Source: an optimization exercise on an open RTL-to-GDS flow (aim: small area). Production flows keep margins and buffers that such runs may drop.
Function was checked by simulation only, so behaviour that the tests miss may differ from the original.
Power and IR drop assume default switching activity.

[flow/run.sh]
#!/bin/bash
# synth_recipe.tcl (not shown) runs the flow's synth.tcl, then flattens the netlist and writes it again
# the make line also repeats each setting of config.mk as NAME=value (left out here)
make -C /OpenROAD-flow-scripts/flow DESIGN_CONFIG=/design/flow/config.mk WORK_HOME=/design/flow/orfs CLKGATE_MAP_FILE= SYNTH_SCRIPT=/design/flow/synth_recipe.tcl finish
[flow/constraint.sdc]
create_clock -name core_clock -period 5.0 [get_ports {clock}]
set_input_delay 1.0000 -clock core_clock [delete_from_list [all_inputs] [get_ports {clock}]]
set_output_delay 1.0000 -clock core_clock [all_outputs]
set_load 0.01 [all_outputs]
[flow/config.mk]
export PLATFORM = sky130hd
export DESIGN_NAME = decode_stage_pipe
export DESIGN_NICKNAME = decode_stage_pipe
export VERILOG_FILES = /design/flow/design.v
export SDC_FILE = /design/flow/constraint.sdc
export NUM_CORES = 4
export LEC_CHECK = 0
export CAP_MARGIN = 20
export CORE_MARGIN = 2
export CORE_UTILIZATION = 40
export SLEW_MARGIN = 20
export SYNTH_HIERARCHICAL = 1
[flow/design.v]
module controller (
   input  logic [5:0] op,
   input  logic [5:0] func,
   output logic       regdst,
   output logic       link,
   output logic       alusrc,
   output logic       expand,
   output logic [8:0] cbits
);
   always_comb begin
      regdst = 1'b0;
      link   = 1'b0;
      alusrc = 1'b0;
      expand = 1'b0;
      cbits  = '0;
      case (op)
         6'h00: begin
            if (func == 6'h08) begin
               cbits[4] = 1'b1;
            end else begin
               regdst   = 1'b1;
               cbits[8] = 1'b1;
            end
         end
         6'h02: cbits[0] = 1'b1;
         6'h03: begin
            link     = 1'b1;
            cbits[8] = 1'b1;
            cbits[0] = 1'b1;
         end
         6'h04, 6'h05: begin
            expand   = 1'b1;
            cbits[7] = 1'b1;
         end
         6'h08, 6'h09: begin
            alusrc   = 1'b1;
            expand   = 1'b1;
            cbits[8] = 1'b1;
         end
         6'h0C, 6'h0D: begin
            alusrc   = 1'b1;
            cbits[8] = 1'b1;
         end
         6'h20, 6'h21, 6'h23, 6'h24, 6'h25: begin
            alusrc     = 1'b1;
            expand     = 1'b1;
            cbits[8]   = 1'b1;
            cbits[6]   = 1'b1;
            cbits[3]   = !op[2];
            cbits[2:1] = {op[1] & op[0], !op[1] & op[0]};
         end
         6'h28, 6'h29, 6'h2B: begin
            alusrc     = 1'b1;
            expand     = 1'b1;
            cbits[5]   = 1'b1;
            cbits[2:1] = {op[1] & op[0], !op[1] & op[0]};
         end
         default: begin
         end
      endcase
   end
endmodule
module regfile_bypass (
   input  logic [4:0]    ra,
   input  logic          we,
   input  logic [4:0]    wa,
   input  logic [31:0]   wd,
   input  logic [1023:32] regs_flat,
   output logic [31:0]   rd
);
   logic        byp;
   logic [31:0] sel;
   assign byp = we && (wa == ra) && (ra != '0);
   always_comb begin
      sel[0] = byp;
      for (int i = 1; i < 32; i++) begin
         sel[i] = (ra == 5'(i)) && !byp;
      end
   end
   for (genvar b = 0; b < 32; b++) begin : g_bit
      logic [31:0] col;
      assign col[0] = wd[b];
      for (genvar i = 1; i < 32; i++) begin : g_col
         assign col[i] = regs_flat[32*i + b];
      end
      rf_read_bit u_bit (
         .sel (sel),
         .d   (col),
         .y   (rd[b])
      );
   end
endmodule
module rf_read_bit (
   input  logic [31:0] sel,
   input  logic [31:0] d,
   output logic        y
);
   logic [10:0] n;
   for (genvar k = 0; k < 10; k++) begin : g_aoi
      rf_aoi222 u_aoi (
         .a0 (sel[3*k]),   .b0 (d[3*k]),
         .a1 (sel[3*k+1]), .b1 (d[3*k+1]),
         .a2 (sel[3*k+2]), .b2 (d[3*k+2]),
         .y  (n[k])
      );
   end
   rf_aoi22 u_aoi_last (
      .a0 (sel[30]), .b0 (d[30]),
      .a1 (sel[31]), .b1 (d[31]),
      .y  (n[10])
   );
   assign y = !(&n);
endmodule
module rf_aoi222 (
   input  logic a0, b0, a1, b1, a2, b2,
   output logic y
);
   assign y = !((a0 && b0) || (a1 && b1) || (a2 && b2));
endmodule
module rf_aoi22 (
   input  logic a0, b0, a1, b1,
   output logic y
);
   assign y = !((a0 && b0) || (a1 && b1));
endmodule
module decode_stage_pipe (
   input  logic        clock,
   input  logic        reset,
   input  logic        id_valid,
   output logic        id_ready,
   input  logic [5:0]  op,
   input  logic [5:0]  func,
   input  logic [4:0]  rs,
   input  logic [4:0]  rt,
   input  logic [4:0]  rd,
   input  logic [15:0] imm,
   input  logic        wb_en,
   input  logic [4:0]  wb_addr,
   input  logic [31:0] wb_data,
   input  logic        flush,
   input  logic        ex_ready,
   output logic        ex_valid,
   output logic [31:0] ex_alu_data_1,
   output logic [31:0] ex_alu_data_2,
   output logic [31:0] ex_reg_data_2,
   output logic [31:0] ex_expand_imm,
   output logic [4:0]  ex_rw,
   output logic [10:0] ex_ctrl
);
   logic        regdst;
   logic        link;
   logic        alusrc;
   logic        expand;
   logic [8:0]  cbits;
   logic [31:0] rs_data;
   logic [31:0] rt_data;
   logic [4:0]  rw;
   logic        advance;
   logic        hz;
   logic        rw_nz;
   logic [31:0]    regs [1:31];
   logic [31:1]    rf_we;
   logic [31:0]    rf_wd;
   logic [1023:32] regs_flat;
   always_comb begin
      for (int i = 1; i < 32; i++) begin
         rf_we[i] = !reset || (wb_en && (wb_addr == 5'(i)));
         regs_flat[32*i +: 32] = regs[i];
      end
   end
   assign rf_wd = reset ? wb_data : '0;
   always_ff @(posedge clock) begin
      for (int i = 1; i < 32; i++) begin
         if (rf_we[i]) regs[i] <= rf_wd;
      end
   end
   regfile_bypass u_rd1 (
      .ra        (rs),
      .we        (wb_en),
      .wa        (wb_addr),
      .wd        (wb_data),
      .regs_flat (regs_flat),
      .rd        (rs_data)
   );
   regfile_bypass u_rd2 (
      .ra        (rt),
      .we        (wb_en),
      .wa        (wb_addr),
      .wd        (wb_data),
      .regs_flat (regs_flat),
      .rd        (rt_data)
   );
   controller u_ctrl (
      .op     (op),
      .func   (func),
      .regdst (regdst),
      .link   (link),
      .alusrc (alusrc),
      .expand (expand),
      .cbits  (cbits)
   );
   logic        ex_valid_q;
   logic [31:0] ex_a1_q;
   logic [31:0] ex_rt_q;
   logic [15:0] ex_imm_q;
   logic        ex_sign_q;
   logic        ex_alusrc_q;
   logic [4:0]  ex_rw_q;
   logic [8:0]  ex_c_q;
   assign rw = regdst ? rd : (link ? 5'd31 : rt);
   assign rw_nz    = (ex_rw_q != '0);
   assign hz       = ex_valid_q && ex_c_q[6] && rw_nz &&
                     ((ex_rw_q == rs) || (ex_rw_q == rt));
   assign advance  = !ex_valid_q || ex_ready;
   assign id_ready = reset && (flush || (advance && !hz));
   always_ff @(posedge clock) begin
      if (!reset || flush) begin
         ex_valid_q <= 1'b0;
      end else if (advance) begin
         ex_valid_q <= id_valid && !hz;
      end
   end
   always_ff @(posedge clock) begin
      if (advance) begin
         ex_a1_q     <= rs_data;
         ex_rt_q     <= rt_data;
         ex_imm_q    <= imm;
         ex_sign_q   <= expand && imm[15];
         ex_alusrc_q <= alusrc;
         ex_rw_q     <= rw;
         ex_c_q      <= cbits;
      end
   end
   logic [31:0] ext_imm;
   assign ext_imm = {{16{ex_sign_q}}, ex_imm_q};
   assign ex_valid      = ex_valid_q;
   assign ex_alu_data_1 = ex_a1_q;
   assign ex_alu_data_2 = ex_alusrc_q ? ext_imm : ex_rt_q;
   assign ex_reg_data_2 = ex_rt_q;
   assign ex_expand_imm = ext_imm;
   assign ex_rw         = ex_rw_q;
   logic v;
   assign v = ex_valid_q;
   assign ex_ctrl[10] = v && ex_c_q[8] && rw_nz;
   assign ex_ctrl[9]  = v && ex_c_q[7];
   assign ex_ctrl[8]  = v && ex_c_q[6];
   assign ex_ctrl[7]  = v && ex_c_q[5];
   assign ex_ctrl[6]  = v && ex_c_q[6];
   assign ex_ctrl[5]  = v && ex_c_q[4];
   assign ex_ctrl[4]  = v && ex_c_q[3];
   assign ex_ctrl[3]  = v && ex_c_q[2];
   assign ex_ctrl[2]  = v && ex_c_q[1];
   assign ex_ctrl[1]  = v && ex_c_q[0] && ex_c_q[8];
   assign ex_ctrl[0]  = v && ex_c_q[0];
endmodule
==> key figures <==
Synth
  • Async SR Flop Fraction: 0%
  • Syn Nets: 2556
  • Netlist cell types: 50
  • Ys Warns: 10
  • Netlist Area Pre-Place: approximately 0.044 mm^2
  • Most common library cells after synthesis: edfxtp_1 (1088), a222oi_1 (640), nand4_1 (129)
  • Sequential element share of the synthesized area: about three quarters
  • EDFF count, synth: between 1000 and 1500
  • Top-area cell type share of the netlist area: around three quarters
  • Leading post-synthesis cells by cell area: edfxtp_1 (74%), a222oi_1 (15%), nand4_1 (1.8%), a22oi_2 (1.8%), or3_1 (0.94%)
  • Top_reg_cell synth: edfxtp_1
  • Synthesized instance count: roughly 2500
  • Avg Inst Size Synth: between 15 and 20 um^2
  • Top cell type by total area after synthesis: edfxtp_1
  • Flop and latch count out of synthesis: between 1000 and 1500
  • Count leader, synth: edfxtp_1

Pwr
  • Combinational fraction of design power: 9.4%
  • VDD IR max: ~340 uV
  • Clock group share of total power: between 30 and 40%
  • PwrDens: between 400 and 500 mW/mm^2
  • Total power: about 22 mW
  • Psw: roughly 5.3 mW
  • Switching Share: roughly a quarter
  • P_leak: 17.51 nW
  • Seq pwr share: 52.9%
  • Internal power: 16.51 mW

CTS
  • CTS buffer count: 109
  • CTS resizes: 0
  • Worst-case clock buffer depth: 3
  • Clock Sinks: about 1100
  • Clock transition at the registers of the reported paths: 60 ps
  • CTS root buf: clkbuf_16
  • Worst-Skew Late Latency: 720 ps
  • Hold buffers post-CTS: 0
  • CTS tree: yes
  • Number of H-tree levels: 3
  • Setup Fix Bufs, Post-CTS: 0

Final layout
  • Fin util: ~50%
  • Area growth syn-to-layout: 23.63%
  • Fillers: about 9000
  • Final Net Count: 3023
  • Fraction of layout cells with a size suffix above 1: 17.21%

Floorplanning
  • I/O pins: approximately 230
  • Row cnt: about 120
  • Core area: 0.1090 mm^2
  • DIE WIDTH: ~340 um
  • Die Span Y: roughly 340 um
  • Die Area: approximately 0.11 mm^2
  • Initial Util: slightly above 40%

Placed design
  • Dpl ws: between 400 and 500 ps
  • Final HPWL from detailed placement: 108.3 mm
  • Routability cong.: approximately 0.94
  • Port Buf Inserts: about 230

Detailed routing
  • Avg WL per Cell: between 30 and 40 um
  • Vias after detailed routing: 33522
  • DRC: 0
  • Drt initial violations: approximately 9200
  • Drt total wl: roughly 170 mm
  • Remaining antenna violation count: 0
  • DR pass1 iterations: 13
  • Vias/cell: around 7.5

Global route
  • Total track usage: approximately 30%
  • Vias in the first global route: approximately 32000
  • Pin count of the biggest net entering global routing: 99
  • Initial antenna violation count: 5
  • Gr ovfl total: 0
  • First-pass GRT wire length: roughly 240 mm

Timing
  • Worst Tran Pin Value: 1300 ps
  • Sum of negative setup slack: 0 ps
  • Final min period: 4167 ps
  • Post-route worst setup slack: 833.4 ps
  • Fin. Hold Viols: 0
  • Worst Skew: around 27 ps
  • Fmax: 240.0 MHz
  • Fraction of the cycle the final worst path needs: a little over four fifths
  • Setup violations, final: 0
  • RSZ-0062 raised after global routing: no
  • Max_slew headroom: between 10% and 20%
  • Slew Viols, Final: 0

Worst hold path
  • Worst hold path type: reg2reg

Setup path
  • Crit Path Class: in2out
  • Critical path peak fanout: 13
  • Worst Setup End Kind: output port
  • CP Launch Type: input port
  • Flop2flop setup slack: ~3000 ps
  • Critical Path RT: 4000 ps
  • Arr. time, crit path: approximately 3200 ps

Run status
  • Outcome: no timing/DRC/antenna violations

Run
  • # Max-Cap Violations: 0
==> per-layer routing <==
layer / vias up / track usage [%] / share of wire [%]
li1: 12831 / - / -
met1: 16649 / 38.52 / 35
met2: 3382 / 45.02 / 44
met3: 658 / 9.412 / 15
met4: 2 / 15.70 / 5.9
met5: - / 0 / 0.011
==> cell families after synthesis <==
| kind of cell | after synthesis | synth area share [%] |
|---|---|---|
| buf+inv | 76 | 0.9465 |
| xor+xnor | 19 | 0.3780 |
| flops | 1089 | 74.26 |
| compound gates | 832 | 18.14 |
| mux | 18 | 0.4576 |
| simple gates | 436 | 5.818 |
==> per-module statistics from Yosys, one instance, submodules excluded <==
module | cells | times used
decode_stage_pipe | 1304 | 1
controller | 36 | 1
regfile_bypass | 85 | 2
rf_read_bit | 4 | 64
rf_aoi22 | 1 | 64
rf_aoi222 | 1 | 640
==> power groups by stage <==
stage                     clock network, mW  logic, mW  registers (mW)
final                                  8.24       2.05            11.5
after global routing                   8.63       2.11            11.6
after CTS                              8.28       2.00            11.5
after detailed placement                  0       1.99            11.7
after global placement                    0       1.97            11.7
after floorplan                           0      0.753            11.6
==> through the flow <==
step / hold WS (ps) / instances / area, um^2
2_1_floorplan: 619.6 / 2470 / 44040
3_3_place_gp: 647.1 / 4224 / 50580
3_5_place_dp: 665.5 / 4233 / 50740
4_1_cts: 665.7 / 4434 / 54310
5_1_grt: 711.3 / 4441 / 54420
6_report: 670.6 / 4444 / 54420
==> sequential cells by signal (all words and copies together), names as in the netlist <==
name,count
ex_rt_q,32
ex_sign_q,1
ex_a1_q,32
ex_c_q,9
ex_alusrc_q,1
ex_imm_q,16
ex_valid_q,1
regs,992
ex_rw_q,5
==> layout make-up <==
cell class	count	area, um^2	share of cell area, %
Tap cell	1414	1769	3.251
Antenna cell	3	7.507	0.01379
Sequential cell	1089	32690	60.07
Clock inverter	75	753.2	1.384
Multi-Input combinational cell	1305	12040	22.12
Timing Repair Buffer	411	4275	7.856
Inverter	21	78.83	0.1448
Clock buffer	126	2813	5.168
==> cells in the final DEF, fill, tap and decap left out, drive strengths merged, types with 9 or more instances in the layout <==
cell	synthesis	routed
edfxtp	1088	1088
a222oi	640	640
clkdlybuf4s50	0	230
buf	34	181
nand4	129	129
clkbuf	21	126
nand3	78	78
or3	67	67
a22oi	65	65
clkinv	0	55
o21ai	55	55
a211oi	42	42
and2	42	42
nand2	41	41
a21oi	24	24
inv	21	23
nor2	19	19
mux2	17	17
nand2b	15	15
bufinv	0	13
nor2b	11	11
xnor2	10	10
xor2	9	9
==> worst paths after layout <==
path | from | endpoint | cells after the start
min reg2reg | regs[4][20] | ex_rt_q[20] | 3
max reg2reg | regs[18][13] | ex_rt_q[13] | 3
max | rs[4] | id_ready | 7
min | regs[4][20] | ex_rt_q[20] | 3
==> critical path: stages <==
cell and delay (ps):
clkdlybuf4s50_1 840, buf_4 240, xnor2_1 120, nand3_1 90
o22ai_1 250, a21oi_1 130, clkdlybuf4s50_1 490

[re-timing with driven ports]
Ports are ideal in the flow. The routed layout listed here was re-timed in OpenROAD.
Step 1: set_driving_cell puts a clkbuf_16 on clock and a buf_2 on each other input, an assumption about the parent block.
Step 2 times the ports against the registers' clock, not the clock port: input delays grow and output delays shrink by t, the midpoint of the rising clock arrivals with the driver on.
a / b / c = no drivers / after step 1 / after step 2; a / b = the first two.
shift t [ns]: 0.774
setup slack, ns: 0.833 / 0.804 / 0.280
hold slack, ns: 0.671 / 0.671 / 0.671
worst slew at a driven data input, ns: 0.08
After both steps this run still meets setup and hold. The setup slack of this run moves by -0.029 ns with the drivers and by -0.553 ns with both steps.
